From an optimization exercise on the open Yosys and OpenROAD flow, aimed at small area; shortcuts taken in it are not production practice. Only simulation tests tie the RTL to the original design; equivalence was not proved. Power figures rest on the tool's default switching activity, not on a simulated workload. No driver is modelled on the clock port, so clocking that relies on it looks cheaper here than on a real chip.

`flow/standard.sh`:
```
#!/bin/bash
# synth_recipe.tcl (not shown) runs the flow's synth.tcl, then flattens the netlist and writes it again
# the make line also repeats each setting of config.mk as NAME=value (left out here)
make -C /OpenROAD-flow-scripts/flow DESIGN_CONFIG=/design/flow/config.mk WORK_HOME=/design/flow/orfs CLKGATE_MAP_FILE= SYNTH_SCRIPT=/design/flow/synth_recipe.tcl "${@:-finish}"
```
`flow/design.v`:
```
package nodeReturnPkg;
	localparam int DataWidth = 64;
	localparam int TagWidth = 8;
	localparam int SizeWidth = 3;
	typedef struct packed {
		logic [SizeWidth-1:0] size;
		logic [TagWidth-1:0] tag;
		logic [DataWidth-1:0] data;
	} returnWord_t;
	localparam int WordWidth = SizeWidth + TagWidth + DataWidth;
	typedef enum logic [1:0] {
		srcNone = 2'd0,
		srcLocal = 2'd1,
		srcStream = 2'd2,
		srcNet = 2'd3
	} returnSource_e;
endpackage
`timescale 1ns/10ps
module nodeControl #(
	parameter int TickScale = 20
) (
	input logic EXTCLK,
	input logic reset,
	input logic msgrResetReq,
	input logic contextResetReq,
	input logic intReq,
	input logic intAck,
	input logic intEnable,
	input logic coreEmpty,
	input logic msgBreakpoint,
	output logic sysReset,
	output logic tick,
	output logic coreStop,
	output logic msgIntReq
);
	localparam int CountWidth = (TickScale > 1) ? $clog2(TickScale) : 1;
	localparam logic [CountWidth-1:0] LastCount = CountWidth'(TickScale - 1);
	logic [CountWidth-1:0] tickCount;
	logic tickDue;
	logic intIssued;
	logic intLaunch;
	always_ff @(posedge EXTCLK)
	begin
		sysReset <= reset | msgrResetReq | contextResetReq;
	end
	assign tickDue = (tickCount == LastCount);
	always_ff @(posedge EXTCLK)
	begin
		if (sysReset)
		begin
			tickCount <= '0;
			tick <= 1'b0;
		end
		else
		begin
			tickCount <= tickDue ? '0 : tickCount + 1'b1;
			tick <= tickDue;
		end
	end
	assign intLaunch = coreStop & coreEmpty & ~msgBreakpoint & ~intIssued;
	always_ff @(posedge EXTCLK)
	begin
		if (sysReset)
		begin
			coreStop <= 1'b0;
			msgIntReq <= 1'b0;
			intIssued <= 1'b0;
		end
		else
		begin
			coreStop <= (coreStop | intReq) & ~intAck & intEnable;
			msgIntReq <= intLaunch;
			intIssued <= (intIssued | intLaunch) & coreStop;
		end
	end
endmodule
`timescale 1ns/10ps
module returnFifo #(
	parameter int FifoDepth = 16
) (
	input logic EXTCLK,
	input logic sysReset,
	input logic write,
	input logic [nodeReturnPkg::WordWidth-1:0] writeWord,
	input logic read,
	output logic empty,
	output logic [FifoDepth*nodeReturnPkg::WordWidth-1:0] slots,
	output logic [FifoDepth-1:0] rdSel
);
	logic [nodeReturnPkg::WordWidth-1:0] storage [FifoDepth];
	logic [FifoDepth:0] fill;
	logic full;
	logic wrEn;
	logic rdEn;
	assign empty = fill[0];
	assign full = fill[FifoDepth];
	assign wrEn = write & ~full;
	assign rdEn = read & ~empty;
	assign rdSel = fill[FifoDepth:1] & {FifoDepth{rdEn}};
	always_comb
	begin
		for (int i = 0; i < FifoDepth; i++)
		begin
			slots[i*nodeReturnPkg::WordWidth +: nodeReturnPkg::WordWidth] = storage[i];
		end
	end
	always_ff @(posedge EXTCLK)
	begin
		if (wrEn)
		begin
			storage[0] <= writeWord;
			for (int i = 1; i < FifoDepth; i++)
			begin
				storage[i] <= storage[i-1];
			end
		end
	end
	always_ff @(posedge EXTCLK)
	begin
		if (sysReset)
		begin
			fill <= (FifoDepth + 1)'(1);
		end
		else
		begin
			case ({wrEn, rdEn})
				2'b10: fill <= {fill[FifoDepth-1:0], 1'b0};
				2'b01: fill <= {1'b0, fill[FifoDepth:1]};
				default: fill <= fill;
			endcase
		end
	end
endmodule
`timescale 1ns/10ps
module returnArbiter (
	input logic EXTCLK,
	input logic sysReset,
	input logic netValid,
	input logic [nodeReturnPkg::WordWidth-1:0] netHead,
	input logic streamEmpty,
	input logic [16*nodeReturnPkg::WordWidth-1:0] streamSlots,
	input logic [15:0] streamSel,
	output logic streamRead,
	input logic localReady,
	input logic [nodeReturnPkg::WordWidth-1:0] localWord,
	output logic localRead,
	output logic coreReady,
	output logic [nodeReturnPkg::WordWidth-1:0] coreWord
);
	logic anyGrant;
	logic localSel;
	logic [17:0] termSel;
	logic [nodeReturnPkg::WordWidth-1:0] termWord [18];
	logic [nodeReturnPkg::WordWidth-1:0] groupWord [6];
	logic [nodeReturnPkg::WordWidth-1:0] nextWord;
	assign streamRead = ~netValid & ~streamEmpty;
	assign localRead = ~netValid & streamEmpty & localReady;
	assign localSel = ~netValid & streamEmpty;
	assign anyGrant = netValid | ~streamEmpty | localReady;
	assign termSel = {localSel, netValid, streamSel};
	always_comb
	begin
		for (int i = 0; i < 16; i++)
		begin
			termWord[i] = streamSlots[i*nodeReturnPkg::WordWidth +: nodeReturnPkg::WordWidth];
		end
		termWord[16] = netHead;
		termWord[17] = localWord;
		for (int g = 0; g < 6; g++)
		begin
			groupWord[g] = ({nodeReturnPkg::WordWidth{termSel[3*g]}} & termWord[3*g])
				| ({nodeReturnPkg::WordWidth{termSel[3*g+1]}} & termWord[3*g+1])
				| ({nodeReturnPkg::WordWidth{termSel[3*g+2]}} & termWord[3*g+2]);
		end
		nextWord = (groupWord[0] | groupWord[1] | groupWord[2])
			| (groupWord[3] | groupWord[4] | groupWord[5]);
	end
	always_ff @(posedge EXTCLK)
	begin
		if (sysReset)
		begin
			coreReady <= 1'b0;
		end
		else
		begin
			coreReady <= anyGrant;
		end
	end
	always_ff @(posedge EXTCLK)
	begin
		coreWord <= nextWord;
	end
endmodule
`timescale 1ns/10ps
module nodeReturnPath #(
	parameter int TickScale = 20,
	parameter int FifoDepth = 16
) (
	input logic EXTCLK,
	input logic reset,
	input logic msgrResetReq,
	input logic contextResetReq,
	input logic intReq,
	input logic intAck,
	input logic intEnable,
	input logic coreEmpty,
	input logic msgBreakpoint,
	input logic streamWrite,
	input logic [nodeReturnPkg::WordWidth-1:0] streamWord,
	input logic netWrite,
	input logic [nodeReturnPkg::WordWidth-1:0] netWord,
	input logic localReady,
	input logic [nodeReturnPkg::WordWidth-1:0] localWord,
	output logic localRead,
	output logic coreReady,
	output logic [nodeReturnPkg::WordWidth-1:0] coreWord,
	output logic tick,
	output logic coreStop,
	output logic msgIntReq
);
	logic sysReset;
	logic streamEmpty;
	logic streamRead;
	logic [FifoDepth*nodeReturnPkg::WordWidth-1:0] streamSlots;
	logic [FifoDepth-1:0] streamSel;
	logic netValid;
	logic [nodeReturnPkg::WordWidth-1:0] netHead;
	nodeControl #(
		.TickScale(TickScale)
	) u_control (
		.EXTCLK(EXTCLK),
		.reset(reset),
		.msgrResetReq(msgrResetReq),
		.contextResetReq(contextResetReq),
		.intReq(intReq),
		.intAck(intAck),
		.intEnable(intEnable),
		.coreEmpty(coreEmpty),
		.msgBreakpoint(msgBreakpoint),
		.sysReset(sysReset),
		.tick(tick),
		.coreStop(coreStop),
		.msgIntReq(msgIntReq)
	);
	returnFifo #(
		.FifoDepth(FifoDepth)
	) u_streamFifo (
		.EXTCLK(EXTCLK),
		.sysReset(sysReset),
		.write(streamWrite),
		.writeWord(streamWord),
		.read(streamRead),
		.empty(streamEmpty),
		.slots(streamSlots),
		.rdSel(streamSel)
	);
	always_ff @(posedge EXTCLK)
	begin
		netHead <= netWord;
		if (sysReset)
		begin
			netValid <= 1'b0;
		end
		else
		begin
			netValid <= netWrite;
		end
	end
	returnArbiter u_arbiter (
		.EXTCLK(EXTCLK),
		.sysReset(sysReset),
		.netValid(netValid),
		.netHead(netHead),
		.streamEmpty(streamEmpty),
		.streamSlots(streamSlots),
		.streamSel(streamSel),
		.streamRead(streamRead),
		.localReady(localReady),
		.localWord(localWord),
		.localRead(localRead),
		.coreReady(coreReady),
		.coreWord(coreWord)
	);
endmodule
```
`flow/constraint.sdc`:
```
create_clock -name core_clock -period 4.5 [get_ports {EXTCLK}]
set_input_delay 0.9000 -clock core_clock [delete_from_list [all_inputs] [get_ports {EXTCLK}]]
set_output_delay 0.9000 -clock core_clock [all_outputs]
set_load 0.01 [all_outputs]
```
`flow/flow/run.sh`:
```
#!/bin/bash
# The standard layout with two changes:
#  - synthesis maps the logic with flow/area.abc, an area-first ABC script,
#    in place of ORFS's delay-first abc_speed.script (everything else in the
#    synthesis script, registers included, is the standard flow's own synth_recipe.tcl);
#  - port buffers are plain buf_1 cells in place of the delay buffers
#    buffer_ports picks by itself.
set -euo pipefail
work=$(pwd)
{
	head -n 1 synth_recipe.tcl
	echo 'proc abc {args} {'
	echo '	set i [lsearch -exact $args -script]'
	echo "	if {\$i >= 0} { lset args [expr {\$i + 1}] $work/flow/area.abc }"
	echo '	yosys abc {*}$args'
	echo '}'
	tail -n +2 synth_recipe.tcl
} > area_synth.tcl
bash standard.sh "SYNTH_SCRIPT=$work/area_synth.tcl" \
	"BUFFER_PORTS_ARGS=-buffer_cell sky130_fd_sc_hd__buf_1" finish > standard.log 2>&1
```
`flow/config.mk`:
```
export PLATFORM = sky130hd
export DESIGN_NAME = nodeReturnPath
export DESIGN_NICKNAME = nodeReturnPath
export VERILOG_FILES = /design/flow/design.v
export SDC_FILE = /design/flow/constraint.sdc
export NUM_CORES = 4
export LEC_CHECK = 0
export CAP_MARGIN = 20
export CORE_MARGIN = 2
export CORE_UTILIZATION = 70
export CTS_BUF_LIST = sky130_fd_sc_hd__clkbuf_16
export CTS_CLUSTER_DIAMETER = 70
export CTS_CLUSTER_SIZE = 32
export PLACE_DENSITY = 0.8
export SLEW_MARGIN = 20
```
`flow/flow/area.abc`:
```
&get -n
&st
&nf -R 1000 -p
&put
```
==> results of run 1 <==
path summary, 6_finish.rpt:
check | from | to | slack (ns) | cells past startpoint
worst min-delay path | netWord[44] | netHead[44] | 0.32 | 1
worst max-delay path | netValid | localRead | 1.15 | 4
worst min register to register | u_streamFifo.storage[3][61] | u_streamFifo.storage[4][61] | 0.43 | 0
worst max register to register | netValid | u_arbiter.coreWord[49] | 1.58 | 6
flip-flops by register name, summed over array words and instances, names as in the netlist, 5 cells and up:
signal                flops
netHead                  75
u_streamFifo.storage   1200
u_streamFifo.fill        17
u_arbiter.coreWord       75
u_control.tickCount       5
power by group through the flow:
stage / combinational [W] / clock [W] / sequential [W]
after floorplan: 0.000274 / 0 / 0.0153
after global placement: 0.000554 / 0 / 0.0153
after detailed placement: 0.000584 / 0 / 0.0154
after CTS: 0.000585 / 0.00621 / 0.0151
after global routing: 0.000631 / 0.00659 / 0.0152
final: 0.000584 / 0.00615 / 0.0151
through the flow:
stage | utilization | total power (W) | instance area (µm²)
finish | 0.781 | 0.0219 | 50300
global route | 0.781 | 0.0224 | 50300
CTS | 0.780 | 0.0219 | 50300
detailed placement | 0.754 | 0.0160 | 48600
global placement | 0.754 | 0.0159 | 48600
floorplan | - | 0.0156 | 45700
synthesized netlist by cell type (all sizes together):
| library cell | count |
|---|---|
| a211o | 1 |
| xnor2 | 1 |
| a222oi | 450 |
| and2 | 17 |
| mux2i | 15 |
| xor2 | 2 |
| nor2b | 3 |
| clkinv | 2 |
| edfxtp | 1200 |
| nor4 | 1 |
| or3 | 1 |
| a21oi | 17 |
| ha | 2 |
| nand3 | 3 |
| nor4b | 1 |
| o21ai | 1 |
| nand4 | 75 |
| nand2 | 2 |
| and3 | 75 |
| nand2b | 2 |
| nor2 | 42 |
| nor3b | 1 |
| dfxtp | 179 |
layer usage:
metal / track usage / up-vias / routed length [µm]
met5: 0 / - / 24
li1: - / 10483 / -
met2: 0.487 / 1877 / 51300
met3: 0.0551 / 216 / 12500
met4: 0.105 / 4 / 3370
met1: 0.431 / 12756 / 37500
area by class of cell:
cell class / count / share of cell area
inverters: 2 / 0.000671
multi-input cells: 712 / 0.122
clock buffers: 55 / 0.0274
diodes: 1 / 0.0000497
flip-flops and latches: 1379 / 0.787
well taps: 855 / 0.0213
clock inverters: 41 / 0.00607
repair buffers: 360 / 0.0351
cells by family (layout without fill, tap and decap cells):
| logic type | after synthesis | in the layout |
|---|---|---|
| AO/OA/AOI/OAI | 469 | 469 |
| XOR/XNOR | 3 | 3 |
| adder cells (fa/ha/maj) | 2 | 2 |
| buffers and inverters | 2 | 458 |
| flip-flops | 1379 | 1379 |
| multiplexers | 15 | 15 |
| other | 0 | 1 |
| AND/OR/NAND/NOR | 223 | 223 |
==> qor.log, run 1 <==
INFO  synth          synth_area_leader_cell=edfxtp_1
INFO  cts            cts-hold-fix-buffers=0
INFO  synth          yosys.area.top_type_share=0.788
INFO  synth          synth.net_count=2332
INFO  critical_path  timing.setup.critical_path_class=register to output port
INFO  cts            cts_buffer_depth=3
INFO  power_and_ir_drop pwr-share-clk=0.281
INFO  global_routing grt_remaining_overflow=0
INFO  critical_path  crit_chain=nor2b_4, buf_4, and2_0, buf_1
INFO  critical_path  worst-endpoint-required=3.60ns
INFO  global_routing grt_start_max_net_pins=172
INFO  synth          area_share_of_and_or_nand_nor_cells_after_synthesis=0.0281
INFO  power_and_ir_drop max-vdd-ir-drop=441µV
INFO  global_routing grt_pass1_vias=24819
INFO  layout         post_route_cells_drive_above_1_share=0.0526
INFO  critical_path  critical_path.max_stage_delay=0.56ns
INFO  floorplanning  die_area=0.0674mm²
INFO  critical_path  worst-endpoint-arrival=2.45ns
INFO  routing        route.vias.total=25336
INFO  floorplanning  fp.coreArea=0.0645mm²
INFO  critical_path  worst-path-buf-inv=2
INFO  synth          postSynthRegisterBits=1379
INFO  floorplanning  floorplan.die.width=260µm
INFO  power_and_ir_drop p_comb_frac=0.027
INFO  synth          count_of_different_cell_masters_after_synthesis=23
INFO  critical_path  crit_path_start_kind=register
INFO  cts            post_cts.repair.setup_buffers=0
INFO  placement      placed_cells_incl_taps=3308
INFO  cts            clkSinkCount=1379
INFO  floorplanning  fp_rows=93
INFO  global_routing wire_length_of_the_first_global_routing_pass=152mm
INFO  synth          synth_area_leaders=edfxtp_1 79%, a222oi_1 9.9%, dfxtp_1 7.8%, and3_1 1.0%, nand4_1 1.0%
INFO  routing        post_drt_via_cell_ratio=7.44
INFO  synth          synthesis.area_per_instance=21.8µm²
INFO  timing         min_period_over_period=0.744
INFO  layout         commonest_cells_after_routing_fill_and_taps_aside=1200 x edfxtp_1, 450 x a222oi_1, 316 x buf_1
INFO  layout         num-nets-final=2746
INFO  synth          synthesis.instances=2093
INFO  synth          share_of_the_yosys_chip_area_belonging_to_registers=0.867
INFO  cts            cts_resized=0
INFO  power_and_ir_drop power.net_switching=0.00451W
INFO  layout         mostFrequentLayoutCell=edfxtp_1
INFO  cts            cts_tree=done
INFO  timing         worst_slew_pin_slew=0.968ns
INFO  power_and_ir_drop switching_share=0.206
INFO  timing         finalHoldViolations=0
INFO  worst_hold_path min-delay-path-class=primary input to register
INFO  synth          yosys.area_share.xor_xnor=0.000575
INFO  floorplanning  number_of_i_o_pins=317
INFO  layout         multi_input_area=0.00614mm²
INFO  timing         headroom_to_the_max_slew_limit=0.355
INFO  timing         final-setup-viol-count=0
INFO  routing        routed_wire_length_per_instance=30.7µm
INFO  timing         period_minus_slack=3.35ns
INFO  placement      placement.io_buffers=316
INFO  synth          synth-compound-area-share=0.101
INFO  routing        final_antenna_net_count=0
INFO  routing        first_pass_iters=11
INFO  synth          yosys.area_share.adder=0.000547
INFO  layout         num-fill-cells=3336
INFO  synth          muxShareOfSynthArea=0.00328
INFO  routing        remaining_drc_errors=0
INFO  power_and_ir_drop seq_power_share=0.692
INFO  layout         areaGrowthSynthToFinish=10.1%
INFO  timing         finalClockSkew=0.0297ns
INFO  cts            clock_input_transition_at_the_sequential_cells_of_the_worst_setup_and_hold_paths=0.12ns
INFO  layout         register_area=0.0396mm²
INFO  critical_path  slowest_stage=dfxtp_4
INFO  synth          synth-warning-count=7
INFO  power_and_ir_drop p_int=0.0174W
INFO  job            drv_cap=0
INFO  timing         rsz0062_at_grt=no
INFO  timing         final_slew_violations=0
INFO  run_status     run_status=no timing/DRC/antenna violations
INFO  cts            h-tree-depth=2
INFO  placement      detailed_place_hpwl=58.8mm
INFO  synth          synth_top_family_by_area=compound AO/OA/AOI/OAI gates
INFO  floorplanning  fp.dieH=260µm
INFO  layout         layoutNonFillerInstCount=3405
INFO  synth          cell_area_after_synthesis=0.0457mm²
INFO  placement      pre_cts_setup_slack=1.32ns
INFO  global_routing grt_usage=0.304
INFO  critical_path  cell_family_contributing_the_most_delay_on_the_critical_path=buffers and inverters
INFO  timing         timing.final.ws_setup=1.15ns
INFO  timing         final.setup.tns=0ns
INFO  routing        totalWireLength=105mm
INFO  critical_path  worstPathMaxFanout=41
INFO  routing        detail_route.iter0.violations=5436
INFO  timing         fin_worst_hold_slack=0.323ns
INFO  cts            clock_latency=0.65ns
INFO  power_and_ir_drop p_per_area=435mW/mm²
INFO  power_and_ir_drop total_leakage_power=16.2nW
INFO  global_routing antenna_found_initial=3
INFO  cts            cts_made_buffers=52
INFO  floorplanning  initial_core_util=0.709
INFO  timing         achievable-frequency=299MHz
INFO  cts            clock_tree.root_cell=clkbuf_16
INFO  placement      place_congestion=0.831
INFO  critical_path  worst_setup_path_end_kind=output port
==> run 2, diff against run 1 <==
--- a/flow/flow/run.sh
+++ b/flow/flow/run.sh
@@ -4,7 +4,8 @@
 #    in place of ORFS's delay-first abc_speed.script (everything else in the
 #    synthesis script, registers included, is the standard flow's own synth_recipe.tcl);
 #  - port buffers are plain buf_1 cells in place of the delay buffers
-#    buffer_ports picks by itself.
+#    buffer_ports picks by itself;
+#  - clock tree synthesis adds no dummy loads.
 set -euo pipefail
 work=$(pwd)
 {
@@ -17,4 +18,6 @@
 	tail -n +2 synth_recipe.tcl
 } > area_synth.tcl
 bash standard.sh "SYNTH_SCRIPT=$work/area_synth.tcl" \
-	"BUFFER_PORTS_ARGS=-buffer_cell sky130_fd_sc_hd__buf_1" finish > standard.log 2>&1
+	"BUFFER_PORTS_ARGS=-buffer_cell sky130_fd_sc_hd__buf_1" \
+	"CTS_ARGS=-sink_clustering_enable -repair_clock_nets -sink_clustering_size 30 -sink_clustering_max_diameter 80 -buf_list sky130_fd_sc_hd__clkbuf_16 -dont_use_dummy_load" \
+	finish > standard.log 2>&1
--- a/flow/config.mk
+++ b/flow/config.mk
@@ -7,9 +7,9 @@
 export LEC_CHECK = 0
 export CAP_MARGIN = 20
 export CORE_MARGIN = 2
-export CORE_UTILIZATION = 70
+export CORE_UTILIZATION = 60
 export CTS_BUF_LIST = sky130_fd_sc_hd__clkbuf_16
-export CTS_CLUSTER_DIAMETER = 70
-export CTS_CLUSTER_SIZE = 32
-export PLACE_DENSITY = 0.8
+export CTS_CLUSTER_DIAMETER = 80
+export CTS_CLUSTER_SIZE = 30
+export PLACE_DENSITY = 0.7
 export SLEW_MARGIN = 20
==> run 2 against run 1 <==
- still clean
- combinational power down 0.9%
- sequential cell count unchanged
- setup slack better by 0.48 ns
- clock power decreased by 8.1%
- global-route usage decreased by 4.1 points
- clock-buffer cell count is 2 lower
- critical path depth rose by 3
- area after synthesis did not move
- register-to-register slack better by 0.05 ns
- critical path type is now register to register
- largest cell class unchanged
- highest routed layer unchanged
==> qor.log, run 2 <==
INFO  cts            post_cts.repair.setup_buffers=0 [unchanged]
INFO  cts            clock_latency=0.67ns [+0.02 ns]
INFO  run_status     run_status=no timing/DRC/antenna violations
INFO  placement      place_congestion=0.758 [-8.8%]
INFO  layout         postLayoutCellArea=0.0500mm² [-0.53%]
INFO  power_and_ir_drop switching_share=0.204 [-0.00256]
INFO  cts            cts_buffer_depth=3 [unchanged]
INFO  routing        met3WireLength=11.6mm [-7.0%]
INFO  placement      detailed_place_hpwl=59.1mm [+0.52%]
INFO  cts            cts_resized=0 [unchanged]
INFO  critical_path  cell_family_contributing_the_most_delay_on_the_critical_path=simple AND/OR/NAND/NOR gates
INFO  synth          synthesis.instances=2093 [unchanged]
INFO  cts            clock_tree.root_cell=clkbuf_16
INFO  timing         timing.final.ws_setup=1.63ns [+0.476 ns]
INFO  global_routing antenna_found_initial=3 [unchanged]
INFO  synth          synth-compound-area-share=0.101 [unchanged]
INFO  critical_path  slowest_stage=dfxtp_4
INFO  cts            cts-hold-fix-buffers=0 [unchanged]
INFO  synth          postSynth.asyncResetShare=0 [unchanged]
INFO  placement      placement.io_buffers=316 [unchanged]
INFO  timing         worst_slew_pin_slew=1.12ns [+0.157 ns]
INFO  power_and_ir_drop total_leakage_power=15.9nW [-1.7%]
INFO  floorplanning  die_area=0.0784mm² [+16%]
INFO  layout         areaGrowthSynthToFinish=9.48%
INFO  timing         finalClockSkew=0.0375ns [+0.00777 ns]
INFO  layout         commonest_cells_after_routing_fill_and_taps_aside=1200 x edfxtp_1, 450 x a222oi_1, 316 x buf_1
INFO  synth          synth_most_common_cell=edfxtp_1
INFO  cts            cts_made_buffers=53 [+1.9%]
INFO  routing        top_layer_used=met5
INFO  critical_path  timing.setup.critical_path_class=register to register
INFO  critical_path  cp_common_cell=buf_4
INFO  synth          postSynthRegisterBits=1379 [unchanged]
INFO  timing         achievable-frequency=348MHz [+17%]
INFO  job            drv_cap=0 [unchanged]
INFO  synth          yosys.area_share.adder=0.000547 [unchanged]
INFO  global_routing wire_length_of_the_first_global_routing_pass=154mm [+1.5%]
INFO  layout         mostFrequentLayoutCell=edfxtp_1
INFO  layout         top_register=u_streamFifo.storage
INFO  routing        first_pass_iters=10 [-1]
INFO  layout         final_core_util=0.661 [-0.119]
INFO  critical_path  worst-path-buf-inv=2 [unchanged]
INFO  critical_path  worst-endpoint-arrival=3.37ns [+0.92 ns]
INFO  synth          share_of_the_yosys_chip_area_belonging_to_registers=0.867 [unchanged]
INFO  timing         min_period_over_period=0.638 [-0.106]
INFO  timing         final_slew_violations=0 [unchanged]
INFO  global_routing grt_usage=0.263 [-0.0410]
INFO  layout         post_route_cells_drive_above_1_share=0.0455 [-0.00704]
INFO  routing        route.vias.total=24868 [-1.8%]
INFO  synth          synth_area_leader_cell=edfxtp_1
INFO  synth          area_share_of_and_or_nand_nor_cells_after_synthesis=0.0281 [unchanged]
INFO  routing        totalWireLength=105mm [+0.67%]
INFO  power_and_ir_drop seq_power_share=0.708 [+0.016]
INFO  cts            clock_input_transition_at_the_sequential_cells_of_the_worst_setup_and_hold_paths=0.11ns [about the same]
INFO  floorplanning  fp.dieH=280µm [+7.9%]
INFO  floorplanning  fp.coreArea=0.0757mm² [+17%]
INFO  routing        final_antenna_net_count=0 [unchanged]
INFO  synth          yosys.area_share.xor_xnor=0.000575 [unchanged]
INFO  synth          synth-warning-count=7 [unchanged]
INFO  floorplanning  fp_rows=101 [+8.6%]
INFO  synth          commonest_cells_in_the_netlist=1200 x edfxtp_1, 450 x a222oi_1, 179 x dfxtp_1, 75 x and3_1, 75 x nand4_1
INFO  synth          synth_edf_count=1200 [unchanged]
INFO  synth          cell_area_after_synthesis=0.0457mm² [unchanged]
INFO  layout         top_regs=u_streamFifo.storage x1200, netHead x75, u_arbiter.coreWord x75
INFO  floorplanning  initial_core_util=0.604 [-0.105]
INFO  routing        routed_wire_length_per_instance=30.2µm [-1.6%]
INFO  synth          synth.net_count=2332 [unchanged]
INFO  timing         headroom_to_the_max_slew_limit=0.250 [-0.105]
INFO  cts            h-tree-depth=2 [unchanged]
INFO  critical_path  crit_path_start_kind=register
INFO  critical_path  worst_setup_path_end_kind=register
INFO  placement      placed_cells_incl_taps=3429 [+3.7%]
INFO  synth          yosys.area.top_type_share=0.788 [unchanged]
INFO  cts            clkSinkCount=1379 [unchanged]
INFO  global_routing grt_start_max_net_pins=203 [+18%]
INFO  critical_path  worstPathMaxFanout=55 [+34%]
INFO  timing         period_minus_slack=2.87ns [-0.476 ns]
INFO  routing        remaining_drc_errors=0 [unchanged]
INFO  timing         finalHoldViolations=0 [unchanged]
INFO  placement      pre_cts_setup_slack=1.39ns [+0.0649 ns]
INFO  global_routing grt_remaining_overflow=0 [unchanged]
INFO  routing        wl_met1=41.6mm [+11%]
INFO  synth          synthesis.area_per_instance=21.8µm² [unchanged]
INFO  power_and_ir_drop max-vdd-ir-drop=313µV [-29%]
INFO  floorplanning  number_of_i_o_pins=317 [unchanged]
INFO  synth          count_of_different_cell_masters_after_synthesis=23 [unchanged]
INFO  critical_path  critical_path.max_stage_delay=0.80ns [+0.24 ns]
INFO  global_routing grt_pass1_vias=24252 [-2.3%]
INFO  floorplanning  floorplan.die.width=280µm [+7.9%]
INFO  synth          synth_top_family_by_area=compound AO/OA/AOI/OAI gates
INFO  cts            cts_tree=done
INFO  routing        post_drt_via_cell_ratio=7.14 [-4.0%]
INFO  power_and_ir_drop p_comb_frac=0.027 [about the same]
INFO  worst_hold_path min-delay-path-class=primary input to register
INFO  power_and_ir_drop pwr-share-clk=0.265 [-0.016]
INFO  layout         largest_reg_flops=1200 [unchanged]
INFO  layout         num-nets-final=2745 [-0.036%]
INFO  power_and_ir_drop p_int=0.0170W [-2.0%]
INFO  routing        wl_met2=50.0mm [-2.5%]
INFO  timing         final-setup-viol-count=0 [unchanged]
INFO  synth          synth_area_leaders=edfxtp_1 79%, a222oi_1 9.9%, dfxtp_1 7.8%, and3_1 1.0%, nand4_1 1.0%
INFO  synth          yosys_most_used_dff=edfxtp_1
INFO  power_and_ir_drop power.net_switching=0.00435W [-3.5%]
INFO  critical_path  worst-endpoint-required=5.00ns [+1.40 ns]
INFO  layout         num-fill-cells=5010 [+50%]
INFO  routing        detail_route.iter0.violations=5290 [-2.7%]
INFO  layout         layoutNonFillerInstCount=3483 [+2.3%]
INFO  power_and_ir_drop p_per_area=427mW/mm² [-1.8%]
INFO  placement      post_dp_cell_area=0.0487mm² [+0.18%]
INFO  synth          muxShareOfSynthArea=0.00328 [unchanged]
INFO  timing         rsz0062_at_grt=no
INFO  critical_path  crit_chain=nor2_1, buf_4, and2_4, buf_4, a222oi_1, and3_1, nand4_1
==> run 2: routing by layer <==
metal,GRT usage,vias up
met5,0,-
met4,0.0650,2
met3,0.0543,122
met2,0.409,1618
met1,0.387,12693
li1,-,10433
==> run 2: final timing paths <==
check | to | depth (start not counted) | start | slack (ns)
worst max-delay path | u_arbiter.coreWord[8] | 7 | netValid | 1.63
worst min-delay path | netHead[28] | 1 | netWord[28] | 0.32
worst max register to register | u_arbiter.coreWord[8] | 7 | netValid | 1.63
worst min register to register | u_control.msgIntReq | 1 | u_control.intIssued | 0.42
==> run 2: cells by family after synthesis <==
kind of cell | Yosys count
AOI/OAI and AO/OA | 469
xor gates and xnor gates | 3
adders and majority gates | 2
buffers and inverters | 2
DFF | 1379
muxes | 15
and+or+nand+nor | 223
==> run 2: layout make-up <==
| type | count | area (µm²) | area share |
|---|---|---|---|
| flip-flops and latches | 1379 | 39600 | 0.792 |
| multi-input cells | 712 | 6140 | 0.123 |
| repair buffers | 358 | 1700 | 0.0340 |
| clock buffers | 53 | 1330 | 0.0265 |
| well taps | 978 | 1220 | 0.0245 |
| inverters | 2 | 33.8 | 0.000675 |
| diodes | 1 | 2.50 | 0.0000500 |
==> run 2: worst register-to-register path: cells and delay by family (launching register included) <==
| kind | cells | cell delay (ns) |
|---|---|---|
| buffers and inverters | 2 | 0.61 |
| and+or+nand+nor | 4 | 0.92 |
| DFF | 1 | 0.80 |
| AOI/OAI and AO/OA | 1 | 0.37 |
==> run 2: through the flow <==
stage | hold WS [ns] | TNS, ns | power, W
finish | 0.315 | 0 | 0.0214
global route | 0.300 | 0 | 0.0220
CTS | 0.297 | 0 | 0.0215
detailed placement | 0.418 | 0 | 0.0160
global placement | 0.398 | 0 | 0.0159
floorplan | 0.392 | -0.350 | 0.0156
==> run 2: power groups by stage <==
| stage | Clock (W) | Combinational, W | Sequential, W |
|---|---|---|---|
| global route | 0.00615 | 0.000632 | 0.0152 |
| global placement | 0 | 0.000563 | 0.0154 |
| CTS | 0.00578 | 0.000584 | 0.0151 |
| finish | 0.00565 | 0.000579 | 0.0151 |
| detailed placement | 0 | 0.000581 | 0.0154 |
| floorplan | 0 | 0.000274 | 0.0153 |
==> run 3, diff against run 2 <==
--- a/flow/flow/run.sh
+++ b/flow/flow/run.sh
@@ -1,5 +1,5 @@
 #!/bin/bash
-# The standard layout with two changes:
+# The standard layout with three changes:
 #  - synthesis maps the logic with flow/area.abc, an area-first ABC script,
 #    in place of ORFS's delay-first abc_speed.script (everything else in the
 #    synthesis script, registers included, is the standard flow's own synth_recipe.tcl);
==> run 3 against run 2 <==
- critical path depth is the same
- routed wire length unchanged
- clock-buffer cell count unchanged
- critical endpoint unchanged
- largest cell class unchanged
- largest power group unchanged
- highest routed layer unchanged
==> qor.log, run 3 <==
INFO  run_status     run_status=no timing/DRC/antenna violations
INFO  floorplanning  number_of_i_o_pins=317 [unchanged]
INFO  routing        totalWireLength=105mm [unchanged]
INFO  synth          synth_area_leader_cell=edfxtp_1
INFO  critical_path  crit_chain=nor2_1, buf_4, and2_4, buf_4, a222oi_1, and3_1, nand4_1
INFO  power_and_ir_drop p_per_area=427mW/mm² [unchanged]
INFO  synth          synthesis.area_per_instance=21.8µm² [unchanged]
INFO  placement      placement.io_buffers=316 [unchanged]
INFO  layout         areaGrowthSynthToFinish=9.48% [unchanged]
INFO  timing         final-setup-viol-count=0 [unchanged]
INFO  global_routing top_usage_layer=met2
INFO  layout         top_register=u_streamFifo.storage
INFO  global_routing grt_start_max_net_pins=203 [unchanged]
INFO  synth          yosys.area.top_type_share=0.788 [unchanged]
INFO  placement      detailed_place_hpwl=59.1mm [unchanged]
INFO  critical_path  worstPathMaxFanout=55 [unchanged]
INFO  routing        final_antenna_net_count=0 [unchanged]
INFO  cts            clock_input_transition_at_the_sequential_cells_of_the_worst_setup_and_hold_paths=0.11ns [about the same]
INFO  floorplanning  fp.coreArea=0.0757mm² [unchanged]
INFO  global_routing grt_pass1_vias=24252 [unchanged]
INFO  cts            clkSinkCount=1379 [unchanged]
INFO  layout         final_core_util=0.661 [unchanged]
INFO  power_and_ir_drop seq_power_share=0.708 [about the same]
INFO  worst_hold_path min-delay-path-class=primary input to register
INFO  floorplanning  fp_rows=101 [unchanged]
INFO  timing         worst_slew_pin_slew=1.12ns [unchanged]
INFO  floorplanning  die_area=0.0784mm² [unchanged]
INFO  layout         mostFrequentLayoutCell=edfxtp_1
INFO  placement      place_congestion=0.758 [unchanged]
INFO  placement      post_dp_cell_area=0.0487mm² [unchanged]
INFO  cts            cts_made_buffers=53 [unchanged]
INFO  global_routing wire_length_of_the_first_global_routing_pass=154mm [unchanged]
INFO  power_and_ir_drop total_leakage_power=15.9nW [unchanged]
INFO  synth          synth_edf_count=1200 [unchanged]
INFO  critical_path  crit_path_start_kind=register
INFO  layout         top_regs=u_streamFifo.storage x1200, netHead x75, u_arbiter.coreWord x75
INFO  synth          synth_area_leaders=edfxtp_1 79%, a222oi_1 9.9%, dfxtp_1 7.8%, and3_1 1.0%, nand4_1 1.0%
INFO  synth          synth.net_count=2332 [unchanged]
INFO  global_routing grt_remaining_overflow=0 [unchanged]
INFO  synth          cell_area_after_synthesis=0.0457mm² [unchanged]
INFO  global_routing grt_usage=0.263 [unchanged]
INFO  power_and_ir_drop finalPower=0.0214W [unchanged]
INFO  timing         min_period_over_period=0.638 [unchanged]
INFO  timing         finalHoldViolations=0 [unchanged]
INFO  routing        routed_wire_length_per_instance=30.2µm [unchanged]
INFO  synth          synth-warning-count=7 [unchanged]
INFO  critical_path  slowest_stage=dfxtp_4
INFO  floorplanning  fp.dieH=280µm [unchanged]
INFO  timing         period_minus_slack=2.87ns [unchanged]
INFO  global_routing grtUsageMet3=0.0543 [unchanged]
INFO  layout         post_route_cells_drive_above_1_share=0.0455 [unchanged]
INFO  critical_path  critical_path.max_stage_delay=0.80ns [about the same]
INFO  layout         postLayoutCellArea=0.0500mm² [unchanged]
INFO  global_routing use_met2=0.409 [unchanged]
INFO  power_and_ir_drop power.net_switching=0.00435W [unchanged]
INFO  critical_path  cp-startpoint=netValid
INFO  synth          commonest_cells_in_the_netlist=1200 x edfxtp_1, 450 x a222oi_1, 179 x dfxtp_1, 75 x and3_1, 75 x nand4_1
INFO  power_and_ir_drop max-vdd-ir-drop=313µV [unchanged]
INFO  timing         achievable-frequency=348MHz [unchanged]
INFO  critical_path  worst-endpoint-arrival=3.37ns [about the same]
INFO  layout         commonest_cells_after_routing_fill_and_taps_aside=1200 x edfxtp_1, 450 x a222oi_1, 316 x buf_1
INFO  worst_hold_path hold_start=netWord[28]
INFO  critical_path  worst-endpoint-required=5.00ns [about the same]
INFO  routing        detail_route.iter0.violations=5290 [unchanged]
INFO  routing        remaining_drc_errors=0 [unchanged]
INFO  power_and_ir_drop p_int=0.0170W [unchanged]
INFO  cts            cts_buffer_depth=3 [unchanged]
INFO  timing         finalClockSkew=0.0375ns [unchanged]
INFO  power_and_ir_drop switching_share=0.204 [unchanged]
INFO  floorplanning  initial_core_util=0.604 [unchanged]
INFO  synth          yosys_most_used_dff=edfxtp_1
INFO  cts            post_cts.repair.setup_buffers=0 [unchanged]
INFO  routing        route.vias.total=24868 [unchanged]
INFO  layout         num-nets-final=2745 [unchanged]
INFO  cts            cts_resized=0 [unchanged]
INFO  timing         final_slew_violations=0 [unchanged]
INFO  critical_path  timing.setup.critical_path_class=register to register
INFO  cts            clock_tree.root_cell=clkbuf_16
INFO  routing        post_drt_via_cell_ratio=7.14 [unchanged]
INFO  cts            cts-hold-fix-buffers=0 [unchanged]
INFO  critical_path  cp_common_cell=buf_4
INFO  timing         fin_worst_hold_slack=0.315ns [unchanged]
INFO  power_and_ir_drop p_comb_frac=0.027 [about the same]
INFO  critical_path  reg2reg_from=netValid
INFO  routing        first_pass_iters=10 [unchanged]
INFO  synth          postSynth.asyncResetShare=0 [unchanged]
INFO  synth          postSynthRegisterBits=1379 [unchanged]
INFO  cts            clock_latency=0.67ns [about the same]
INFO  synth          synth_most_common_cell=edfxtp_1
INFO  cts            cts_tree=done
INFO  synth          count_of_different_cell_masters_after_synthesis=23 [unchanged]
INFO  global_routing globalRouteMet1Util=0.387 [unchanged]
INFO  cts            h-tree-depth=2 [unchanged]
INFO  timing         rsz0062_at_grt=no
INFO  job            drv_cap=0 [unchanged]
INFO  synth          synthesis.instances=2093 [unchanged]
INFO  synth          share_of_the_yosys_chip_area_belonging_to_registers=0.867 [unchanged]
INFO  layout         largest_reg_flops=1200 [unchanged]
INFO  critical_path  worst_setup_path_end_kind=register
INFO  timing         headroom_to_the_max_slew_limit=0.250 [unchanged]
INFO  power_and_ir_drop pwr-share-clk=0.265 [about the same]
INFO  global_routing antenna_found_initial=3 [unchanged]
INFO  floorplanning  floorplan.die.width=280µm [unchanged]
-- run 3: final timing paths --
kind	to	slack (ns)	cells past startpoint
worst min-delay path	netHead[28]	0.32	1
worst min register to register	u_control.msgIntReq	0.42	1
worst max-delay path	u_arbiter.coreWord[8]	1.63	7
worst max register to register	u_arbiter.coreWord[8]	1.63	7
-- run 3: power by group through the flow --
stage | clock network (W) | registers, W | logic [W]
after floorplan | 0 | 0.0153 | 0.000274
after global placement | 0 | 0.0154 | 0.000563
after detailed placement | 0 | 0.0154 | 0.000581
after CTS | 0.00578 | 0.0151 | 0.000584
after global routing | 0.00615 | 0.0152 | 0.000632
final | 0.00565 | 0.0151 | 0.000579
-- run 3: cell type report --
| type | instances | area, µm² |
|---|---|---|
| Sequential cell | 1379 | 39600 |
| Fill cell | 5010 | 25600 |
| Multi-Input combinational cell | 712 | 6140 |
| Timing Repair Buffer | 358 | 1700 |
| Clock buffer | 53 | 1330 |
| Tap cell | 978 | 1220 |
| Inverter | 2 | 33.8 |
| Antenna cell | 1 | 2.50 |
-- run 3: through the flow --
stage | TNS [ns] | std cells | worst slack, ns
after detailed placement | 0 | 3429 | 1.39
after CTS | 0 | 3482 | 1.67
after floorplan | -0.350 | 2093 | -0.350
after global routing | 0 | 3482 | 1.58
final | 0 | 3483 | 1.63
after global placement | 0 | 3429 | 1.44
-- run 3: cell families (layout without fill, tap and decap cells) --
kind of cell	count (synthesis)	in the layout	share of synthesized area
muxes	15	15	0.00328
other	0	1	0
buffers and inverters	2	413	0.000164
DFF	1379	1379	0.867
adders and majority gates	2	2	0.000547
AOI/OAI and AO/OA	469	469	0.101
and+or+nand+nor	223	223	0.0281
xor gates and xnor gates	3	3	0.000575
-- run 3: worst max-delay path, delay by kind of cell (launching register included) --
kind	cells	cell delay, ns
DFF	1	0.80
buffers and inverters	2	0.59
AOI/OAI and AO/OA	1	0.36
and+or+nand+nor	4	0.91
-- run 3: routing by layer --
| metal | vias to the layer above | share of wire |
|---|---|---|
| li1 | 10433 | - |
| met1 | 12693 | 0.39 |
| met2 | 1618 | 0.47 |
| met3 | 122 | 0.11 |
| met4 | 2 | 0.021 |
| met5 | - | 0.00012 |
==> run 4, diff against run 3 <==
--- a/flow/design.v
+++ b/flow/design.v
@@ -88,15 +88,22 @@
 	output logic [FifoDepth-1:0] rdSel
 );
 	logic [nodeReturnPkg::WordWidth-1:0] storage [FifoDepth];
-	logic [FifoDepth:0] fill;
+	localparam int CountWidth = $clog2(FifoDepth + 1);
+	logic [CountWidth-1:0] fill;
 	logic full;
 	logic wrEn;
 	logic rdEn;
-	assign empty = fill[0];
-	assign full = fill[FifoDepth];
+	assign empty = (fill == '0);
+	assign full = (fill == CountWidth'(FifoDepth));
 	assign wrEn = write & ~full;
 	assign rdEn = read & ~empty;
-	assign rdSel = fill[FifoDepth:1] & {FifoDepth{rdEn}};
+	always_comb
+	begin
+		for (int i = 0; i < FifoDepth; i++)
+		begin
+			rdSel[i] = rdEn & (fill == CountWidth'(i + 1));
+		end
+	end
 	always_comb
 	begin
 		for (int i = 0; i < FifoDepth; i++)
@@ -119,13 +126,13 @@
 	begin
 		if (sysReset)
 		begin
-			fill <= (FifoDepth + 1)'(1);
+			fill <= '0;
 		end
 		else
 		begin
 			case ({wrEn, rdEn})
-				2'b10: fill <= {fill[FifoDepth-1:0], 1'b0};
-				2'b01: fill <= {1'b0, fill[FifoDepth:1]};
+				2'b10: fill <= fill + 1'b1;
+				2'b01: fill <= fill - 1'b1;
 				default: fill <= fill;
 			endcase
 		end
==> run 4 against run 3 <==
- first-iteration DRC count shrank 1.1%
- via count decreased by 1.7%
- total power down 1.3%
- critical path type unchanged
- routed wire length shrank 1.9%
- largest cell class unchanged
==> qor.log, run 4 <==
INFO  cts            cts_buffer_depth=3 [unchanged]
INFO  timing         headroom_to_the_max_slew_limit=0.279 [+0.0289]
INFO  routing        first_pass_iters=8 [-2]
INFO  critical_path  worst-path-buf-inv=1 [-1]
INFO  synth          yosys_most_used_dff=edfxtp_1
INFO  floorplanning  fp.coreArea=0.0747mm² [-1.3%]
INFO  cts            cts_resized=0 [unchanged]
INFO  critical_path  crit_chain=nor2_1, nand2_1, o21bai_4, nor2_4, buf_4, a222oi_1, nand4_1
INFO  synth          yosys.area.top_type_share=0.793 [+0.00517]
INFO  timing         period_minus_slack=3.64ns [+0.765 ns]
INFO  global_routing grt_remaining_overflow=0 [unchanged]
INFO  synth          share_of_the_yosys_chip_area_belonging_to_registers=0.867 [about the same]
INFO  synth          synth_area_leaders=edfxtp_1 79%, a222oi_1 9.9%, dfxtp_1 7.4%, and3_1 1.0%, nand4_1 1.0%
INFO  timing         final-setup-viol-count=0 [unchanged]
INFO  cts            clock_latency=0.67ns [about the same]
INFO  critical_path  worst-endpoint-arrival=4.12ns [+0.75 ns]
INFO  floorplanning  die_area=0.0779mm² [-0.64%]
INFO  routing        routed_wire_length_per_instance=29.9µm [-1.1%]
INFO  placement      detailed_place_hpwl=57.4mm [-3.0%]
INFO  job            drv_cap=0 [unchanged]
INFO  timing         min_period_over_period=0.808 [+0.170]
INFO  floorplanning  floorplan.die.width=279µm [-0.32%]
INFO  floorplanning  fp_rows=100 [-0.99%]
INFO  layout         num-fill-cells=4847 [-3.3%]
INFO  placement      place_congestion=0.817 [+7.7%]
INFO  routing        totalWireLength=103mm [-1.9%]
INFO  synth          synthesis.area_per_instance=22.0µm² [+0.65%]
INFO  layout         commonest_cells_after_routing_fill_and_taps_aside=1200 x edfxtp_1, 450 x a222oi_1, 316 x buf_1
INFO  global_routing antenna_found_initial=1 [-2]
INFO  synth          synth_most_common_cell=edfxtp_1
INFO  synth          count_of_different_cell_masters_after_synthesis=21 [-8.7%]
INFO  timing         rsz0062_at_grt=no
INFO  placement      placement.io_buffers=316 [unchanged]
INFO  global_routing wire_length_of_the_first_global_routing_pass=152mm [-1.1%]
INFO  critical_path  worst-endpoint-required=4.99ns [about the same]
INFO  critical_path  critical_path.max_stage_delay=0.85ns [+0.05 ns]
INFO  critical_path  reg2reg_from=u_streamFifo.fill[2]
INFO  layout         post_route_cells_drive_above_1_share=0.0491 [+0.00359]
INFO  timing         achievable-frequency=275MHz [-21%]
INFO  timing         finalClockSkew=0.0445ns [+0.00698 ns]
INFO  floorplanning  number_of_i_o_pins=317 [unchanged]
INFO  synth          synth-warning-count=7 [unchanged]
INFO  synth          synth_edf_count=1200 [unchanged]
INFO  worst_hold_path min_delay_path_depth=1 [unchanged]
INFO  critical_path  timing.setup.critical_path_class=register to register
INFO  timing         worst_slew_pin_slew=1.08ns [-0.0456 ns]
INFO  layout         top_register=u_streamFifo.storage
INFO  run_status     run_status=no timing/DRC/antenna violations
INFO  cts            clkSinkCount=1367 [-0.87%]
INFO  global_routing grt_start_max_net_pins=225 [+11%]
INFO  routing        route.vias.total=24438 [-1.7%]
INFO  critical_path  slowest_stage=o21bai_4
INFO  synth          cell_area_after_synthesis=0.0454mm² [-0.65%]
INFO  critical_path  setup.worst_path.end=u_arbiter.coreWord[35]
INFO  cts            h-tree-depth=2 [unchanged]
INFO  power_and_ir_drop p_per_area=422mW/mm² [-1.2%]
INFO  floorplanning  initial_core_util=0.608 [+0.00410]
INFO  timing         final.setup.tns=0ns [unchanged]
INFO  routing        post_drt_via_cell_ratio=7.08 [-0.90%]
INFO  global_routing grt_usage=0.259 [-0.00317]
INFO  global_routing grt_pass1_vias=24088 [-0.68%]
INFO  routing        final_antenna_net_count=0 [unchanged]
INFO  worst_hold_path min-delay-path-class=primary input to register
INFO  cts            cts_made_buffers=52 [-1.9%]
INFO  layout         top_regs=u_streamFifo.storage x1200, netHead x75, u_arbiter.coreWord x75
INFO  synth          postSynthRegisterBits=1367 [-0.87%]
INFO  critical_path  worst_setup_path_end_kind=register
INFO  routing        remaining_drc_errors=0 [unchanged]
INFO  synth          synthesis.instances=2066 [-1.3%]
INFO  layout         areaGrowthSynthToFinish=10.0%
INFO  critical_path  worstReg2RegEnd=u_arbiter.coreWord[35]
INFO  synth          commonest_cells_in_the_netlist=1200 x edfxtp_1, 450 x a222oi_1, 167 x dfxtp_1, 76 x and3_1, 75 x nand4_1
INFO  synth          synth.net_count=2311 [-0.90%]
INFO  critical_path  crit_path_start_kind=register
INFO  critical_path  worst-path-stages=7 [unchanged]
INFO  layout         largest_reg_flops=1200 [unchanged]
INFO  power_and_ir_drop total_leakage_power=15.7nW [-1.3%]
INFO  power_and_ir_drop max-vdd-ir-drop=330µV [+5.2%]
INFO  cts            cts_tree=done
INFO  timing         final_slew_violations=0 [unchanged]
INFO  layout         num-nets-final=2731 [-0.51%]
INFO  layout         multi_input_area=0.00624mm² [+1.6%]
INFO  synth          postSynth.asyncResetShare=0 [unchanged]
INFO  synth          synth_area_leader_cell=edfxtp_1
INFO  critical_path  cell_family_contributing_the_most_delay_on_the_critical_path=compound AO/OA/AOI/OAI gates
INFO  cts            clock_input_transition_at_the_sequential_cells_of_the_worst_setup_and_hold_paths=0.11ns [about the same]
INFO  routing        detail_route.iter0.violations=5230 [-1.1%]
INFO  cts            cts-hold-fix-buffers=0 [unchanged]
INFO  cts            clock_tree.root_cell=clkbuf_16
INFO  layout         mostFrequentLayoutCell=edfxtp_1
INFO  timing         timing.final.ws_setup=0.864ns [-0.765 ns]
INFO  timing         finalHoldViolations=0 [unchanged]
INFO  critical_path  rr_worst_depth=7 [unchanged]
INFO  floorplanning  fp.dieH=279µm [-0.32%]
INFO  placement      pre_cts_setup_slack=0.960ns [-0.426 ns]
INFO  layout         register_area=0.0394mm² [-0.61%]
INFO  critical_path  cp-startpoint=u_streamFifo.fill[2]
INFO  critical_path  worstPathMaxFanout=25 [-55%]
INFO  critical_path  timing.reg2reg.setup_slack=0.86ns [-0.77 ns]
INFO  cts            post_cts.repair.setup_buffers=0 [unchanged]
[run 4: power breakdown]
part,total [W],internal (W),switching [W]
registers,0.0150,0.0146,0.000386
clock network,0.00553,0.00208,0.00345
logic,0.000583,0.000167,0.000416
total,0.0211,0.0168,0.00425
[run 4: how the worst min path moves through the flow]
| stage | start | endpoint | slack, ns |
|---|---|---|---|
| global route | netWord[45] | netHead[45] | 0.29 |
| CTS | netWord[52] | netHead[52] | 0.28 |
| global placement | u_control.intIssued | u_control.msgIntReq | 0.40 |
| finish | netWord[52] | netHead[52] | 0.31 |
| detailed placement | u_streamFifo.storage[3][66] | u_streamFifo.storage[4][66] | 0.43 |
| floorplan | u_control.intIssued | u_control.msgIntReq | 0.39 |
[run 4: layout make-up]
class / instances / area share
diodes: 1 / 0.0000501
clock buffers: 52 / 0.0260
inverters: 6 / 0.000977
multi-input cells: 693 / 0.125
flip-flops and latches: 1367 / 0.788
well taps: 969 / 0.0243
repair buffers: 366 / 0.0358
[run 4: cell families (layout without fill, tap and decap cells)]
| logic type | Yosys count | in the layout | share of synthesized area |
|---|---|---|---|
| buf+inv | 6 | 424 | 0.000496 |
| fa+ha+maj | 8 | 8 | 0.00220 |
| other cells | 0 | 1 | 0 |
| simple gates | 215 | 215 | 0.0280 |
| flops | 1367 | 1367 | 0.867 |
| compound gates | 460 | 460 | 0.100 |
| xor+xnor | 10 | 10 | 0.00193 |
[run 4: metrics by stage]
stage          utilization  std cells  power (W)  hold slack [ns]  instance area (µm²)
2_1_floorplan            -       2066     0.0154            0.392                45500
3_3_place_gp         0.652       3401     0.0158            0.401                48700
3_5_place_dp         0.652       3401     0.0158            0.432                48700
6_report             0.669       3454     0.0211            0.314                50000
5_1_grt              0.669       3454     0.0217            0.288                50000
4_1_cts              0.669       3453     0.0212            0.284                50000
[run 4: per-layer routing]
metal / routed length, µm / track usage
met4: 2510 / 0.0685
met5: 0 / 0
met3: 11200 / 0.0523
met2: 49500 / 0.410
met1: 40100 / 0.376
==> run 5, diff against run 4 <==
--- a/flow/flow/run.sh
+++ b/flow/flow/run.sh
@@ -19,5 +19,5 @@
 } > area_synth.tcl
 bash standard.sh "SYNTH_SCRIPT=$work/area_synth.tcl" \
 	"BUFFER_PORTS_ARGS=-buffer_cell sky130_fd_sc_hd__buf_1" \
-	"CTS_ARGS=-sink_clustering_enable -repair_clock_nets -sink_clustering_size 30 -sink_clustering_max_diameter 80 -buf_list sky130_fd_sc_hd__clkbuf_16 -dont_use_dummy_load" \
+	"CTS_ARGS=-sink_clustering_enable -repair_clock_nets -sink_clustering_size 19 -sink_clustering_max_diameter 70 -buf_list sky130_fd_sc_hd__clkbuf_8 -dont_use_dummy_load" \
 	finish > standard.log 2>&1
==> run 5 against run 4 <==
- register-to-register slack hardly changed
- clock-buffer cell count up 30
- still clean on timing, DRC and antenna
- fmax fell by 0.19%
- highest routed layer unchanged
- sequential power about the same
- total power shrank 1.8%
- global-route usage rose by 0.27 points
- synthesized cell count did not move
==> qor.log, run 5 <==
INFO  timing         min_period_over_period=0.810 [+0.00152]
INFO  layout         commonest_cells_after_routing_fill_and_taps_aside=1200 x edfxtp_1, 450 x a222oi_1, 316 x buf_1
INFO  synth          synth_area_leaders=edfxtp_1 79%, a222oi_1 9.9%, dfxtp_1 7.4%, and3_1 1.0%, nand4_1 1.0%
INFO  synth          synth-warning-count=7 [unchanged]
INFO  global_routing wire_length_of_the_first_global_routing_pass=154mm [+0.99%]
INFO  synth          synth.net_count=2311 [unchanged]
INFO  routing        route.vias.total=24746 [+1.3%]
INFO  critical_path  timing.setup.critical_path_class=register to register
INFO  cts            cts_buffer_depth=3 [unchanged]
INFO  timing         period_minus_slack=3.64ns [+0.00685 ns]
INFO  cts            cts_made_buffers=82 [+58%]
INFO  layout         num-nets-final=2761 [+1.1%]
INFO  synth          postSynth.asyncResetShare=0 [unchanged]
INFO  job            drv_cap=0 [unchanged]
INFO  power_and_ir_drop p_per_area=416mW/mm² [-1.5%]
INFO  synth          area_share_of_and_or_nand_nor_cells_after_synthesis=0.0280 [unchanged]
INFO  routing        totalWireLength=104mm [+0.61%]
INFO  layout         top_regs=u_streamFifo.storage x1200, netHead x75, u_arbiter.coreWord x75
INFO  placement      detailed_place_hpwl=57.4mm [unchanged]
INFO  cts            post_cts.repair.setup_buffers=0 [unchanged]
INFO  floorplanning  die_area=0.0779mm² [unchanged]
INFO  synth          cell_area_after_synthesis=0.0454mm² [unchanged]
INFO  synth          synth_edf_count=1200 [unchanged]
INFO  timing         finalClockSkew=0.0493ns [+0.00479 ns]
INFO  placement      post_dp_cell_area=0.0487mm² [unchanged]
INFO  floorplanning  initial_core_util=0.608 [unchanged]
INFO  cts            clock_tree.root_cell=clkbuf_8
INFO  critical_path  crit_path_start_kind=register
INFO  synth          postSynthRegisterBits=1367 [unchanged]
INFO  global_routing grt_start_max_net_pins=225 [unchanged]
INFO  placement      placement.io_buffers=316 [unchanged]
INFO  timing         final-setup-viol-count=0 [unchanged]
INFO  synth          count_of_different_cell_masters_after_synthesis=21 [unchanged]
INFO  cts            h-tree-depth=3 [+1]
INFO  critical_path  worst-endpoint-required=5.00ns [about the same]
INFO  placement      place_congestion=0.817 [unchanged]
INFO  power_and_ir_drop finalPower=0.0207W [-1.8%]
INFO  run_status     run_status=no timing/DRC/antenna violations
INFO  layout         top_register=u_streamFifo.storage
INFO  layout         post_route_cells_drive_above_1_share=0.0605 [+0.0113]
INFO  floorplanning  fp.dieH=279µm [unchanged]
INFO  power_and_ir_drop max-vdd-ir-drop=280µV [-15%]
INFO  routing        post_drt_via_cell_ratio=7.10 [+0.36%]
INFO  cts            clkSinkCount=1367 [unchanged]
INFO  cts            cts-hold-fix-buffers=0 [unchanged]
INFO  cts            cts_tree=done
INFO  synth          synth_top_family_by_area=compound AO/OA/AOI/OAI gates
INFO  routing        first_pass_iters=7 [-1]
INFO  synth          yosys.area_share.xor_xnor=0.00193 [unchanged]
INFO  synth          share_of_the_yosys_chip_area_belonging_to_registers=0.867 [unchanged]
INFO  routing        final_antenna_net_count=0 [unchanged]
INFO  timing         rsz0062_at_grt=no
INFO  synth          synthesis.area_per_instance=22.0µm² [unchanged]
INFO  layout         register_area=0.0394mm² [unchanged]
INFO  timing         worst_slew_pin_slew=1.07ns [-0.0110 ns]
INFO  synth          synth-compound-area-share=0.100 [unchanged]
INFO  synth          muxShareOfSynthArea=0 [unchanged]
INFO  floorplanning  number_of_i_o_pins=317 [unchanged]
INFO  floorplanning  fp.coreArea=0.0747mm² [unchanged]
INFO  routing        remaining_drc_errors=0 [unchanged]
INFO  synth          yosys_most_used_dff=edfxtp_1
INFO  synth          yosys.area.top_type_share=0.793 [unchanged]
INFO  global_routing grt_usage=0.262 [+0.00266]
INFO  synth          synthesis.instances=2066 [unchanged]
INFO  timing         finalHoldViolations=0 [unchanged]
INFO  layout         postLayoutCellArea=0.0498mm² [-0.34%]
INFO  synth          commonest_cells_in_the_netlist=1200 x edfxtp_1, 450 x a222oi_1, 167 x dfxtp_1, 76 x and3_1, 75 x nand4_1
INFO  critical_path  worst_setup_path_end_kind=register
INFO  floorplanning  fp_rows=100 [unchanged]
INFO  layout         areaGrowthSynthToFinish=9.65%
INFO  cts            clock_latency=0.72ns [+0.05 ns]
INFO  critical_path  worst-endpoint-arrival=4.14ns [+0.02 ns]
INFO  critical_path  worstPathMaxFanout=25 [unchanged]
INFO  routing        routed_wire_length_per_instance=29.8µm [-0.28%]
INFO  global_routing grt_pass1_vias=24416 [+1.4%]
INFO  synth          synth_area_leader_cell=edfxtp_1
INFO  layout         num-fill-cells=4872 [+0.52%]
INFO  routing        detail_route.iter0.violations=4958 [-5.2%]
INFO  synth          synth_most_common_cell=edfxtp_1
INFO  cts            clock_input_transition_at_the_sequential_cells_of_the_worst_setup_and_hold_paths=0.11ns [about the same]
INFO  worst_hold_path min-delay-path-class=primary input to register
INFO  synth          yosys.area_share.adder=0.00220 [unchanged]
INFO  power_and_ir_drop total_leakage_power=15.7nW [-0.33%]
INFO  timing         headroom_to_the_max_slew_limit=0.287 [+0.00734]
INFO  critical_path  timing.reg2reg.setup_slack=0.86ns [about the same]
INFO  layout         multi_input_area=0.00624mm² [unchanged]
INFO  timing         final_slew_violations=0 [unchanged]
INFO  floorplanning  floorplan.die.width=279µm [unchanged]
INFO  layout         mostFrequentLayoutCell=edfxtp_1
INFO  cts            cts_resized=0 [unchanged]
INFO  global_routing antenna_found_initial=2 [+1]
INFO  layout         largest_reg_flops=1200 [unchanged]
INFO  global_routing grt_remaining_overflow=0 [unchanged]
INFO  timing         achievable-frequency=275MHz [-0.19%]
run 5: cell counts after synthesis:
No cell type changed its count.
run 5: cell families (layout without fill, tap and decap cells):
logic type	count (synthesis)	count (layout)
buffers and inverters	6	454
other	0	2
XOR/XNOR	10	10
adder cells (fa/ha/maj)	8	8
AND/OR/NAND/NOR	215	215
AO/OA/AOI/OAI	460	460
flip-flops	1367	1367
run 5: worst paths after layout:
check | startpoint | endpoint | depth (start not counted)
max | u_streamFifo.fill[2] | u_arbiter.coreWord[35] | 7
min | netWord[64] | netHead[64] | 1
max reg2reg | u_streamFifo.fill[2] | u_arbiter.coreWord[35] | 7
min reg2reg | u_streamFifo.storage[10][72] | u_streamFifo.storage[11][72] | 0
run 5: final cells by class:
class / instances / share of cell area
multi-input combinational: 693 / 0.125
antenna: 2 / 0.000101
sequential: 1367 / 0.791
tap: 969 / 0.0243
timing repair buffer: 366 / 0.0359
clock buffer: 82 / 0.0227
inverter: 6 / 0.000980
run 5: report_power, final:
part | switching, W | internal [W] | leakage [nW]
logic | 0.000416 | 0.000167 | 1.91
clock network | 0.00350 | 0.00165 | 0.590
registers | 0.000385 | 0.0146 | 13.1
run 5: worst max-delay path, stage by stage, from the launching register on:
cell and delay (ns):
dfxtp_1 0.44, nor2_1 0.37, nand2_1 0.22, o21bai_4 0.86, nor2_4 0.32, buf_4 0.34
a222oi_1 0.75, nand4_1 0.17
run 5: stage by stage:
stage	hold WS (ns)	utilization	instances	TNS, ns	setup slack (ns)
after floorplan	0.392	-	2066	-81.43	-1.07
after global placement	0.401	0.652	3401	0	1.12
after detailed placement	0.432	0.652	3401	0	0.960
after CTS	0.212	0.667	3483	0	0.942
after global routing	0.227	0.667	3485	0	0.732
final	0.267	0.667	3485	0	0.857
run 5: layer usage:
layer | GRT usage | vias to the layer above | part of all wire
met3 | 0.0479 | 139 | 0.11
li1 | - | 10405 | -
met5 | 0 | - | 0
met1 | 0.384 | 12675 | 0.39
met4 | 0.0760 | 0 | 0.024
met2 | 0.411 | 1527 | 0.48

-- separate check: timing with driven ports --
The flow's constraints put no driver on any port. The routed layouts listed below were extracted and timed again, unchanged, in two steps. Step 1: set_driving_cell puts a clkbuf_16 on EXTCLK and a buf_2 on each other input, an assumption about the parent block. Step 2 times the ports against the registers' clock, not the clock port: input delays grow and output delays shrink by t, the midpoint of the rising clock arrivals with the driver on. Three values: no drivers, after step 1, after step 2; two values: the first two.
| run | shift t [ns] | setup slack, ns | worst setup path at the end | worst register clock-pin slew, ns |
|---|---|---|---|---|
| run 1 | 0.705 | 1.153 / 1.091 / 1.427 | input to register | 0.12 / 0.12 |
| run 2 | 0.716 | 1.629 / 1.625 / 1.212 | input to register | 0.11 / 0.11 |
| run 3 | 0.716 | 1.629 / 1.625 / 1.212 | input to register | 0.11 / 0.11 |
| run 4 | 0.708 | 0.864 / 0.864 / 0.864 | register to register | 0.11 / 0.11 |
| run 5 | 0.752 | 0.857 / 0.857 / 0.857 | register to register | 0.12 / 0.12 |
After both steps every run listed still meets setup and hold.
